Background: an optimization exercise with open tools, aiming at small area, a short achievable clock period and few clock cycles per item. Do not read the settings as production practice. At most, simulation tests tie the RTL to the original design; equivalence was not proved. No functional check of the RTL was part of run 1. Power and IR drop assume default switching activity.

## flow/design.v (module list and top-level ports; edited modules follow where they fit)
// module channel_fir: 1069 lines
// module fm_fa: 9 lines
// module fm_ha: 8 lines
// module fm_frontend_top: 91 lines
module fm_frontend_top (
    input  logic                 clock,
    input  logic                 i_rst_n,
    input  logic                 i_in_wr_en,
    input  fm_sample_pkg::byte_t i_in_din,
    output logic                 o_in_full,
    input  logic                 i_out_rd_en,
    output fm_sample_pkg::iq_t   o_out_iq,
    output logic                 o_out_empty
);
  // ...
==> flow/flow/run.sh <==
#!/bin/bash
# The standard layout, with the port buffers the standard flow's flow inserts made
# from a plain buffer cell instead of the default pick (a delay buffer).
set -euo pipefail
bash standard.sh BUFFER_PORTS_ARGS="-buffer_cell sky130_fd_sc_hd__buf_2" finish > standard.log 2>&1
==> flow/standard.sh <==
#!/bin/bash
# synth_recipe.tcl (not shown) runs the flow's synth.tcl, then flattens the netlist and writes it again
# the make line also repeats each setting of config.mk as NAME=value (left out here)
make -C /OpenROAD-flow-scripts/flow DESIGN_CONFIG=/design/flow/config.mk WORK_HOME=/design/flow/orfs CLKGATE_MAP_FILE= SYNTH_SCRIPT=/design/flow/synth_recipe.tcl "${@:-finish}"
==> flow/config.mk <==
export PLATFORM = sky130hd
export DESIGN_NAME = fm_frontend_top
export DESIGN_NICKNAME = fm_frontend_top
export VERILOG_FILES = /design/flow/design.v
export SDC_FILE = /design/flow/constraint.sdc
export NUM_CORES = 4
export LEC_CHECK = 0
export CAP_MARGIN = 20
export CORE_MARGIN = 2
export CORE_UTILIZATION = 40
export CTS_BUF_LIST = sky130_fd_sc_hd__clkbuf_16
export CTS_CLUSTER_DIAMETER = 100
export CTS_CLUSTER_SIZE = 30
export SLEW_MARGIN = 20
export SYNTH_HIERARCHICAL = 1
export SYNTH_MINIMUM_KEEP_SIZE = 0
==> flow/constraint.sdc <==
create_clock -name core_clock -period 12.0 [get_ports {clock}]
set_input_delay 2.4000 -clock core_clock [delete_from_list [all_inputs] [get_ports {clock}]]
set_output_delay 2.4000 -clock core_clock [all_outputs]
set_load 0.01 [all_outputs]
==> impl_metrics.csv, run 1 <==
group,metric,value,unit
finish,seq_share,0.565,
global_route,overflow,0,
global_route,grt_pass1_wl,89400,um
setup_path,worstPathArrival,4900,ps
routing,wire_per_inst,17.5,um
routing,antenna_violating_nets_post_route,0,
finish,nonClkBufAreaFrac,0.0141,
global_route,antenna_found_initial,1,
die,core_area,0.0746,sq mm
setup_path,cp-endpoint,"fir_inst.pb_q[0][9]$_DFF_P_",
setup_path,cp-start-kind,"flip-flop",
finish,final-clk-cell-share,0.0336,
synth,syn_inst,2205,
clock_network,clock_latency,600,ps
synth,synth_top_family_by_area,"adder cells",
sta,whs,353,ps
pwr,pwr-share-seq,0.494,
pwr,max-vdd-ir-drop,0.000145,V
synth,yosys_register_bits,868,
setup_path,required,12460,ps
sta,max_clock_freq,0.225,GHz
synth,synth_edf_count,104,
setup_path,regToRegEndpoint,"fir_inst.pb_q[0][9]$_DFF_P_",
setup_path,crit_chain,"fa_1 -> fa_1 -> fa_1 -> fa_1 -> fa_1 -> fa_1 -> fa_1 -> fa_1",
routing,routed_wl,56400,um
status,status,"complete, no violations",
finish,layout.cells.non_filler,3227,
finish,largest_register_ffs,608,
sta,slew_headroom,0.305,
setup_path,cp.buffers_inverters,0,
global_route,grt_use_met2,0.253,
clock_network,cts.sinks,868,
synth,yosysMostFrequentCell,"dfxtp_1",
synth,synth_common_cells,"dfxtp_1 (764), fa_1 (322), nor2_1 (279)",
die,ioPinCount,78,
clock_network,cts-resized-gates,0,
die,die_x,279,um
clock_network,cts_tree,"yes",
pwr,comb_power,1.84,mW
sta,maxSlewViolCount,0,
die,initial_core_util,0.404,
placement,gp_congestion,0.863,
pwr,sw_frac_of_total,0.301,
finish,regMostFlops,"fir_inst.ring_q",
clock_network,h-tree-depth,2,
==> run 2, diff against run 1 <==
--- a/flow/design.v
+++ b/flow/design.v
@@ -52,17 +52,17 @@
     input  logic          i_hi1,     
     input  logic          i_hi,      
     input  logic [11:0]   i_lo_hi,   
     output logic [19:0]   o_sum      
 );
     localparam logic [75:0] POL = 76'b0101010010100101010010100100101001010101010101001010010010100101010010100101;
     logic [7:0] ring_q [76];
     logic [89:0] pa_q;
-    logic [19:0] pb_q [2];
+    logic [19:0] pb_q [3];
     logic clr_q, keep_q;
     always_ff @(posedge clock) begin
         clr_q  <= !i_rst_n;
         keep_q <= i_rst_n;
     end
     always_ff @(posedge clock) begin
         for (int i = 0; i < 76; i++) begin
             if (POL[i] ? !keep_q : clr_q) begin
@@ -920,106 +920,102 @@
     logic s836, c837;
     fm_fa s836_fa (.i_a(s798), .i_b(c795), .i_c(s800), .o_s(s836), .o_c(c837));
     logic s838, c839;
     fm_fa s838_fa (.i_a(s802), .i_b(s804), .i_c(c799), .o_s(s838), .o_c(c839));
     logic s840, c841;
     fm_fa s840_fa (.i_a(i334), .i_b(s806), .i_c(c803), .o_s(s840), .o_c(c841));
     logic s842, c843;
     fm_ha s842_ha (.i_a(pa_q[86]), .i_b(pa_q[77]), .o_s(s842), .o_c(c843));
-    logic s844, c845;
-    fm_ha s844_ha (.i_a(s744), .i_b(s808), .o_s(s844), .o_c(c845));
-    logic s846, c847;
-    fm_fa s846_fa (.i_a(c809), .i_b(i_din[1]), .i_c(s810), .o_s(s846), .o_c(c847));
-    logic s848, c849;
-    fm_fa s848_fa (.i_a(c811), .i_b(s812), .i_c(s752), .o_s(s848), .o_c(c849));
-    logic s850, c851;
-    fm_fa s850_fa (.i_a(c813), .i_b(s756), .i_c(s814), .o_s(s850), .o_c(c851));
-    logic s852, c853;
-    fm_fa s852_fa (.i_a(s760), .i_b(c815), .i_c(s816), .o_s(s852), .o_c(c853));
-    logic s854, c855;
-    fm_fa s854_fa (.i_a(s764), .i_b(c817), .i_c(s818), .o_s(s854), .o_c(c855));
+    wire t844 = (i_lo_hi[0] & i_hi);
+    wire t845 = (i_lo_hi[1] & i_hi);
+    wire t846 = (i_lo_hi[2] & i_hi);
+    wire t847 = (i_lo_hi[3] & i_hi);
+    wire t848 = (i_lo_hi[4] & i_hi);
+    wire t849 = (i_lo_hi[5] & i_hi);
+    wire t850 = (i_lo_hi[6] & i_hi);
+    wire t851 = (i_lo_hi[7] & i_hi);
+    wire t852 = (i_lo_hi[8] & i_hi);
+    wire t853 = (i_lo_hi[9] & i_hi);
+    wire t854 = (i_lo_hi[10] & i_hi);
+    wire t855 = ~(i_lo_hi[11] & i_hi);
     logic s856, c857;
-    fm_fa s856_fa (.i_a(s768), .i_b(c819), .i_c(s820), .o_s(s856), .o_c(c857));
+    fm_ha s856_ha (.i_a(pb_q[0][0]), .i_b(pb_q[1][0]), .o_s(s856), .o_c(c857));
     logic s858, c859;
-    fm_fa s858_fa (.i_a(s772), .i_b(c821), .i_c(s822), .o_s(s858), .o_c(c859));
+    fm_fa s858_fa (.i_a(pb_q[0][1]), .i_b(pb_q[1][1]), .i_c(pb_q[2][1]), .o_s(s858), .o_c(c859));
     logic s860, c861;
-    fm_fa s860_fa (.i_a(c823), .i_b(s776), .i_c(s824), .o_s(s860), .o_c(c861));
+    fm_fa s860_fa (.i_a(pb_q[0][2]), .i_b(pb_q[1][2]), .i_c(pb_q[2][2]), .o_s(s860), .o_c(c861));
     logic s862, c863;
-    fm_fa s862_fa (.i_a(c777), .i_b(c825), .i_c(s826), .o_s(s862), .o_c(c863));
+    fm_fa s862_fa (.i_a(pb_q[0][3]), .i_b(pb_q[1][3]), .i_c(pb_q[2][3]), .o_s(s862), .o_c(c863));
     logic s864, c865;
-    fm_fa s864_fa (.i_a(c781), .i_b(s828), .i_c(c827), .o_s(s864), .o_c(c865));
+    fm_fa s864_fa (.i_a(pb_q[0][4]), .i_b(pb_q[1][4]), .i_c(pb_q[2][4]), .o_s(s864), .o_c(c865));
     logic s866, c867;
-    fm_fa s866_fa (.i_a(c785), .i_b(s830), .i_c(c829), .o_s(s866), .o_c(c867));
+    fm_fa s866_fa (.i_a(pb_q[0][5]), .i_b(pb_q[1][5]), .i_c(pb_q[2][5]), .o_s(s866), .o_c(c867));
     logic s868, c869;
-    fm_fa s868_fa (.i_a(c789), .i_b(s832), .i_c(c831), .o_s(s868), .o_c(c869));
+    fm_fa s868_fa (.i_a(pb_q[0][6]), .i_b(pb_q[1][6]), .i_c(pb_q[2][6]), .o_s(s868), .o_c(c869));
     logic s870, c871;
-    fm_fa s870_fa (.i_a(c793), .i_b(s834), .i_c(c833), .o_s(s870), .o_c(c871));
+    fm_fa s870_fa (.i_a(pb_q[0][7]), .i_b(pb_q[1][7]), .i_c(pb_q[2][7]), .o_s(s870), .o_c(c871));
     logic s872, c873;
-    fm_fa s872_fa (.i_a(c797), .i_b(s836), .i_c(c835), .o_s(s872), .o_c(c873));
+    fm_fa s872_fa (.i_a(pb_q[0][8]), .i_b(pb_q[1][8]), .i_c(pb_q[2][8]), .o_s(s872), .o_c(c873));
     logic s874, c875;
-    fm_fa s874_fa (.i_a(s838), .i_b(c801), .i_c(c837), .o_s(s874), .o_c(c875));
+    fm_fa s874_fa (.i_a(pb_q[0][9]), .i_b(pb_q[1][9]), .i_c(pb_q[2][9]), .o_s(s874), .o_c(c875));
     logic s876, c877;
-    fm_fa s876_fa (.i_a(s840), .i_b(c805), .i_c(c839), .o_s(s876), .o_c(c877));
+    fm_fa s876_fa (.i_a(pb_q[0][10]), .i_b(pb_q[1][10]), .i_c(pb_q[2][10]), .o_s(s876), .o_c(c877));
     logic s878, c879;
-    fm_fa s878_fa (.i_a(c807), .i_b(s842), .i_c(c841), .o_s(s878), .o_c(c879));
+    fm_fa s878_fa (.i_a(pb_q[0][11]), .i_b(pb_q[1][11]), .i_c(pb_q[2][11]), .o_s(s878), .o_c(c879));
     logic s880, c881;
-    fm_ha s880_ha (.i_a(i329), .i_b(c843), .o_s(s880), .o_c(c881));
-    wire t882 = (i_lo_hi[0] & i_hi);
-    wire t883 = (i_lo_hi[1] & i_hi);
-    wire t884 = (i_lo_hi[2] & i_hi);
-    wire t885 = (i_lo_hi[3] & i_hi);
-    wire t886 = (i_lo_hi[4] & i_hi);
-    wire t887 = (i_lo_hi[5] & i_hi);
-    wire t888 = (i_lo_hi[6] & i_hi);
-    wire t889 = (i_lo_hi[7] & i_hi);
-    wire t890 = (i_lo_hi[8] & i_hi);
-    wire t891 = (i_lo_hi[9] & i_hi);
-    wire t892 = (i_lo_hi[10] & i_hi);
-    wire t893 = ~(i_lo_hi[11] & i_hi);
+    fm_ha s880_ha (.i_a(pb_q[0][12]), .i_b(pb_q[1][12]), .o_s(s880), .o_c(c881));
+    logic s882, c883;
+    fm_ha s882_ha (.i_a(pb_q[0][13]), .i_b(pb_q[1][13]), .o_s(s882), .o_c(c883));
+    logic s884, c885;
+    fm_ha s884_ha (.i_a(pb_q[0][14]), .i_b(pb_q[1][14]), .o_s(s884), .o_c(c885));
+    logic s886, c887;
+    fm_ha s886_ha (.i_a(pb_q[0][15]), .i_b(pb_q[1][15]), .o_s(s886), .o_c(c887));
+    logic s888, c889;
+    fm_ha s888_ha (.i_a(pb_q[0][16]), .i_b(pb_q[1][16]), .o_s(s888), .o_c(c889));
+    logic s890, c891;
+    fm_ha s890_ha (.i_a(pb_q[0][17]), .i_b(pb_q[1][17]), .o_s(s890), .o_c(c891));
+    logic s892, c893;
+    fm_ha s892_ha (.i_a(pb_q[2][0]), .i_b(t844), .o_s(s892), .o_c(c893));
     logic s894, c895;
-    fm_ha s894_ha (.i_a(pb_q[0][0]), .i_b(pb_q[1][0]), .o_s(s894), .o_c(c895));
+    fm_fa s894_fa (.i_a(t845), .i_b(c857), .i_c(s858), .o_s(s894), .o_c(c895));
     logic s896, c897;
-    fm_fa s896_fa (.i_a(pb_q[0][1]), .i_b(pb_q[1][1]), .i_c(t883), .o_s(s896), .o_c(c897));
+    fm_fa s896_fa (.i_a(t846), .i_b(c859), .i_c(s860), .o_s(s896), .o_c(c897));
     logic s898, c899;
-    fm_fa s898_fa (.i_a(pb_q[0][2]), .i_b(pb_q[1][2]), .i_c(t884), .o_s(s898), .o_c(c899));
+    fm_fa s898_fa (.i_a(t847), .i_b(c861), .i_c(s862), .o_s(s898), .o_c(c899));
     logic s900, c901;
-    fm_fa s900_fa (.i_a(pb_q[0][3]), .i_b(pb_q[1][3]), .i_c(t885), .o_s(s900), .o_c(c901));
+    fm_fa s900_fa (.i_a(t848), .i_b(c863), .i_c(s864), .o_s(s900), .o_c(c901));
     logic s902, c903;
-    fm_fa s902_fa (.i_a(pb_q[0][4]), .i_b(pb_q[1][4]), .i_c(t886), .o_s(s902), .o_c(c903));
+    fm_fa s902_fa (.i_a(t849), .i_b(c865), .i_c(s866), .o_s(s902), .o_c(c903));
     logic s904, c905;
-    fm_fa s904_fa (.i_a(pb_q[0][5]), .i_b(pb_q[1][5]), .i_c(t887), .o_s(s904), .o_c(c905));
+    fm_fa s904_fa (.i_a(t850), .i_b(c867), .i_c(s868), .o_s(s904), .o_c(c905));
     logic s906, c907;
-    fm_fa s906_fa (.i_a(pb_q[0][6]), .i_b(pb_q[1][6]), .i_c(t888), .o_s(s906), .o_c(c907));
+    fm_fa s906_fa (.i_a(t851), .i_b(c869), .i_c(s870), .o_s(s906), .o_c(c907));
     logic s908, c909;
-    fm_fa s908_fa (.i_a(pb_q[0][7]), .i_b(pb_q[1][7]), .i_c(t889), .o_s(s908), .o_c(c909));
+    fm_fa s908_fa (.i_a(t852), .i_b(c871), .i_c(s872), .o_s(s908), .o_c(c909));
     logic s910, c911;
-    fm_fa s910_fa (.i_a(pb_q[0][8]), .i_b(pb_q[1][8]), .i_c(t890), .o_s(s910), .o_c(c911));
+    fm_fa s910_fa (.i_a(t853), .i_b(c873), .i_c(s874), .o_s(s910), .o_c(c911));
     logic s912, c913;
-    fm_fa s912_fa (.i_a(pb_q[0][9]), .i_b(pb_q[1][9]), .i_c(t891), .o_s(s912), .o_c(c913));
+    fm_fa s912_fa (.i_a(t854), .i_b(c875), .i_c(s876), .o_s(s912), .o_c(c913));
     logic s914, c915;
-    fm_fa s914_fa (.i_a(pb_q[0][10]), .i_b(pb_q[1][10]), .i_c(t892), .o_s(s914), .o_c(c915));
+    fm_fa s914_fa (.i_a(t855), .i_b(c877), .i_c(s878), .o_s(s914), .o_c(c915));
     logic s916, c917;
-    fm_fa s916_fa (.i_a(pb_q[0][11]), .i_b(pb_q[1][11]), .i_c(t893), .o_s(s916), .o_c(c917));
+    fm_fa s916_fa (.i_a(pb_q[2][12]), .i_b(s880), .i_c(c879), .o_s(s916), .o_c(c917));
     logic s918, c919;
-    fm_ha s918_ha (.i_a(pb_q[0][12]), .i_b(pb_q[1][12]), .o_s(s918), .o_c(c919));
+    fm_fa s918_fa (.i_a(pb_q[2][13]), .i_b(c881), .i_c(s882), .o_s(s918), .o_c(c919));
     logic s920, c921;
-    fm_ha s920_ha (.i_a(pb_q[0][13]), .i_b(pb_q[1][13]), .o_s(s920), .o_c(c921));
+    fm_fa s920_fa (.i_a(pb_q[2][14]), .i_b(c883), .i_c(s884), .o_s(s920), .o_c(c921));
     logic s922, c923;
-    fm_ha s922_ha (.i_a(pb_q[0][14]), .i_b(pb_q[1][14]), .o_s(s922), .o_c(c923));
+    fm_fa s922_fa (.i_a(pb_q[2][15]), .i_b(c885), .i_c(s886), .o_s(s922), .o_c(c923));
     logic s924, c925;
-    fm_ha s924_ha (.i_a(pb_q[0][15]), .i_b(pb_q[1][15]), .o_s(s924), .o_c(c925));
+    fm_fa s924_fa (.i_a(pb_q[2][16]), .i_b(c887), .i_c(s888), .o_s(s924), .o_c(c925));
     logic s926, c927;
-    fm_ha s926_ha (.i_a(pb_q[0][16]), .i_b(pb_q[1][16]), .o_s(s926), .o_c(c927));
+    fm_fa s926_fa (.i_a(pb_q[2][17]), .i_b(c889), .i_c(s890), .o_s(s926), .o_c(c927));
     logic s928, c929;
-    fm_ha s928_ha (.i_a(pb_q[0][17]), .i_b(pb_q[1][17]), .o_s(s928), .o_c(c929));
-    logic s930, c931;
-    fm_ha s930_ha (.i_a(pb_q[0][18]), .i_b(pb_q[1][18]), .o_s(s930), .o_c(c931));
-    logic s932, c933;
-    fm_ha s932_ha (.i_a(1'b1), .i_b(pb_q[0][19]), .o_s(s932), .o_c(c933));
+    fm_fa s928_fa (.i_a(pb_q[0][18]), .i_b(pb_q[1][18]), .i_c(c891), .o_s(s928), .o_c(c929));
     always_ff @(posedge clock) begin
         pa_q[0] <= s49;
         pa_q[1] <= s81;
         pa_q[2] <= s113;
         pa_q[3] <= s145;
         pa_q[4] <= s177;
         pa_q[5] <= s209;
         pa_q[6] <= s241;
@@ -1101,20 +1097,21 @@
         pa_q[82] <= c160;
         pa_q[83] <= c192;
         pa_q[84] <= c224;
         pa_q[85] <= c256;
         pa_q[86] <= c297;
         pa_q[87] <= s29;
         pa_q[88] <= s31;
         pa_q[89] <= c32;
-        pb_q[0] <= {c881, s880, s878, s876, s874, s872, s870, s868, s866, s864, s862, s860, s858, s856, s854, s852, s850, s848, s846, i_din[0]};
-        pb_q[1] <= {1'b0, c879, c877, c875, c873, c871, c869, c867, c865, c863, c861, c859, c857, c855, c853, c851, c849, c847, c845, s844};
+        pb_q[0] <= {1'b0, i329, c807, c805, c801, c797, c793, c789, c785, c781, c777, s776, s772, s768, s764, s760, s756, s752, i_din[1], s744};
+        pb_q[1] <= {1'b0, c843, s842, s840, s838, s836, s834, s832, s830, s828, s826, s824, s822, s820, s818, s816, s814, s812, s810, i_din[0]};
+        pb_q[2] <= {1'b0, 1'b0, c841, c839, c837, c835, c833, c831, c829, c827, c825, c823, c821, c819, c817, c815, c813, c811, c809, s808};
     end
-    assign o_sum = {s932, s930, s928, s926, s924, s922, s920, s918, s916, s914, s912, s910, s908, s906, s904, s902, s900, s898, s896, t882} + {c931, c929, c927, c925, c923, c921, c919, c917, c915, c913, c911, c909, c907, c905, c903, c901, c899, c897, c895, s894};
+    assign o_sum = {1'b1, s928, s926, s924, s922, s920, s918, s916, s914, s912, s910, s908, s906, s904, s902, s900, s898, s896, s894, s856} + {c929, c927, c925, c923, c921, c919, c917, c915, c913, c911, c909, c907, c905, c903, c901, c899, c897, c895, c893, s892};
 endmodule
 module fm_fa (
     input  logic i_a,
     input  logic i_b,
     input  logic i_c,
     output logic o_s,
     output logic o_c
 );
==> run 2 against run 1 <==
  * Non-clock buffer count stayed put
  * Synthesized cell count hardly changed
  * Clock power hardly changed
  * Hold slack better by 4.0 ps
  * Count of clock-buffer cells in the layout stayed put
  * Combinational power is about 10% higher
  * Highest routed layer unchanged
==> impl_metrics.csv, run 2 <==
group,metric,value,unit
finish,drive_gt1_frac,0.0699,
global_route,antenna_found_initial,1,
setup_path,cp_slowest_stage_delay,590,ps
finish,largest_register_ffs,608,
finish,most-common-layout-cells,"dfxtp_1 (779), fa_1 (323), nand2_1 (273)",
setup_path,cp-start-kind,"flip-flop",
synth,yosys.area.top_type_share,0.514,
finish,reg_top3,"fir_inst.ring_q: 608 flops, fir_inst.pa_q: 90 flops, fir_inst.pb_q: 56 flops",
global_route,overflow,0,
synth,yosys_register_bits,885,
sta,worst_pin_slew,946,ps
routing,topRoutingLayerUsed,"met4",
flow_run,maxCapViolCount,0,
sta,finalCriticalPeriod,3930,ps
setup_path,required,12460,ps
clock_network,postCtsHoldBufs,0,
routing,route.vias.total,14500,
sta,whs,357,ps
sta,max_clock_freq,0.254,GHz
sta,fin_crit_sh,0.327,
setup_path,cp.buffers_inverters,0,
die,initial_core_util,0.402,
routing,drtIter0Drc,818,
die,dieArea,0.0782,sq mm
clock_network,cts_tree,"yes",
finish,fin_nets,2648,
die,row_count,101,
setup_path,crit_fanout,3,
global_route,grtUsageTotal,0.145,
routing,wl_met2,26200,um
synth,synth_edf_count,104,
setup_path,crit_chain,"fa_1 -> fa_1 -> fa_1 -> fa_1 -> fa_1 -> fa_1 -> fa_1",
die,core_area,0.0756,sq mm
placement,port_buffers,77,
synth,yosysWarnings,12,
pwr,power_leakage,12.6,nW
synth,synth-seq-area-share,0.617,
synth,synthArstFlopShare,0,
clock_network,cts.sinks,885,
routing,met3_length,1680,um
placement,post-place-ws,7840,ps
pwr,p_comb_frac,0.293,
finish,regMostFlops,"fir_inst.ring_q",
synth,syn_avg_cell_area,13.8,sq um
synth,yosysMostFrequentCell,"dfxtp_1",
clock_network,cts_made_buffers,37,
die,die_h,280,um
setup_path,crit_top_cell,"fa_1",
clock_network,cts_setup_buffers,0,
die,die_x,280,um
die,ioPinCount,78,
placement,gp_congestion,0.868,
routing,drc,0,
pwr,p_per_area,210,mW/mm^2
setup_path,critPathKind,"flip-flop to flip-flop",
routing,drt-pass1-iter-count,5,
global_route,first_global_vias,15400,
setup_path,crit_slowest_cell,"fa_1",
pwr,sw_frac_of_total,0.317,
setup_path,cp_top_family,"adder cells",
status,status,"complete, no violations",
pwr,max-vdd-ir-drop,0.000201,V
routing,antenna_violating_nets_post_route,0,
sta,finalSetupTns,0,ps
synth,synth_common_cells,"dfxtp_1 (781), fa_1 (323), nand2_1 (273), nor2_1 (273), edfxtp_1 (104)",
pwr,pwr-share-seq,0.491,
finish,synthToLayoutAreaGrowth,8.03,%
clock_network,cts_max_path_buffers,3,
synth,synthFlopType,"dfxtp_1",
setup_path,cp-end-kind,"flip-flop",
sta,rsz0062_at_grt,"no",
routing,routed_wl,55200,um
sta,clock-skew-final,45.7,ps
synth,synth_top_area_cell,"dfxtp_1",
clock_network,clock_latency,590,ps
setup_path,worstPathArrival,4390,ps
clock_network,h-tree-depth,2,
global_route,grt_max_degree,186,
routing,drt-met1-wl,26200,um
placement,post-dp-hpwl,40800,um
routing,avgViaCountPerCell,4.47,
finish,mostFrequentLayoutCell,"dfxtp_1",
clock_network,ctsRootBufferMaster,"clkbuf_16",
synth,synth_area,0.0304,sq mm
routing,wire_per_inst,17.0,um
pwr,p_switching,2.19,mW
sta,setup_viol,0,
global_route,grt_pass1_wl,87500,um
synth,synth_area_leaders,"dfxtp_1 (51%), fa_1 (21%), edfxtp_1 (10%), nand2_1 (3.4%), nor2_1 (3.4%)",
hold_path,hold_class,"flip-flop to flip-flop",
pwr,internal-power,4.72,mW
synth,syn_inst,2207,
pwr,pwr-share-clk,0.216,
clock_network,clkTransAtPathRegs,110,ps
sta,fin_ws,8070,ps
sta,maxSlewViolCount,0,
sta,finalHoldViolCount,0,
sta,slew_headroom,0.369,
synth,ys_types,53,
clock_network,cts-resized-gates,0,
run 2: cell types whose count changed after synthesis, sizes merged, moves of 2 or more:
cell,before,now
dfxtp,764,781
nor2,279,273
xnor2,16,10
nand3,5,9
xor2,24,28
buf,15,12
ha,67,64
a21o,6,4
and3,4,2
clkbuf,68,70
inv,63,61
run 2: per-module statistics from Yosys, one instance, submodules excluded:
| module | cells inside | copies in the design | area, sq um |
|---|---|---|---|
| channel_fir | 1657 | 1 | 19500 |
| fm_frontend_top | 194 | 1 | 4050 |
| fm_fa | 1 | 322 | 20.0 |
| fm_ha | 1 | 34 | 12.5 |
run 2: final cells by class:
type / instances / area (sq um)
sequential: 885 / 18800
clock inverter: 13 / 130
multi-input combinational: 1179 / 11100
tap: 978 / 1220
clock buffer: 38 / 951
fill: 6862 / 42700
antenna: 1 / 2.50
inverter: 61 / 229
timing repair buffer: 85 / 462
run 2: layer usage:
| metal | vias up | global-route usage |
|---|---|---|
| li1 | 6903 | - |
| met1 | 7307 | 0.197 |
| met2 | 212 | 0.245 |
| met3 | 67 | 0.0218 |
| met4 | 0 | 0.0357 |
| met5 | - | 0 |
run 2: final timing paths:
check	startpoint	end	slack, ps	cells past startpoint
max	fir_inst.pa_q[79]$_DFF_P_	fir_inst.pb_q[1][9]$_DFF_P_	8070	7
min	fir_inst.ring_q[73][0]$_SDFF_PP0_	fir_inst.pa_q[8]$_DFF_P_	360	0
max reg2reg	fir_inst.pa_q[79]$_DFF_P_	fir_inst.pb_q[1][9]$_DFF_P_	8070	7
min reg2reg	fir_inst.ring_q[73][0]$_SDFF_PP0_	fir_inst.pa_q[8]$_DFF_P_	360	0
run 2: cell families (layout without fill, tap and decap cells):
family / after synthesis / in the layout / synth area share
flops: 885 / 885 / 0.617
simple gates: 682 / 682 / 0.0957
fa+ha+maj: 387 / 387 / 0.239
buf+inv: 143 / 197 / 0.0188
compound gates: 62 / 62 / 0.0150
xor+xnor: 38 / 38 / 0.0109
mux: 9 / 9 / 0.00329
other cells: 1 / 2 / 0.000123
run 2: power groups by stage:
stage / Clock [mW] / Sequential (mW) / Combinational, mW
4_1_cts: 1.54 / 3.39 / 2.03
3_5_place_dp: 0 / 3.46 / 2.02
3_3_place_gp: 0 / 3.46 / 1.98
2_1_floorplan: 0 / 3.42 / 1.44
5_1_grt: 1.64 / 3.40 / 2.27
6_report: 1.49 / 3.39 / 2.03
run 2: per-stage QoR:
stage	area, sq um	instances	power, mW	utilization
after detailed placement	31800	3188	5.48	0.420
final	32800	3240	6.90	0.435
after CTS	32800	3239	6.97	0.434
after global placement	31700	3187	5.44	0.420
after floorplan	30400	2207	4.87	-
after global routing	32800	3239	7.32	0.434
Testbench counts of run 2, summed over its fixed seeds: cycles 8,216, items 2,048.

==> what the ideal ports hide <==
The flow's constraints put no driver on any port. The routed layouts listed below were extracted and timed again, unchanged, in two steps.
Step 1, drivers: a clkbuf_16 drives clock and a buf_2 each remaining input, both assumed.
Step 2 adds t to the input delays and takes it off the output delays; t is the mean of the earliest and latest rising clock arrival at the registers after step 1. Input paths then give back, and output paths get back, about the clock's delay inside the block.
Slacks: no drivers / after step 1 / after step 2; pairs: no drivers / after step 1.
| run | shift t [ns] | setup slack, ns | worst setup path after step 2 | clock arrival spread, ns | slew at the worst register clock pin (ns) |
|---|---|---|---|---|---|
| run 1 | 0.637 | 7.563 / 7.563 / 7.343 | input to register | 0.045 / 0.046 | 0.11 / 0.11 |
| run 2 | 0.632 | 8.071 / 8.071 / 7.815 | input to register | 0.046 / 0.046 | 0.11 / 0.11 |
After both steps setup and hold are still met in every run listed. For run 2, which loses most, drivers alone change the setup slack by 0.000 ns; drivers and shift together by -0.256 ns.
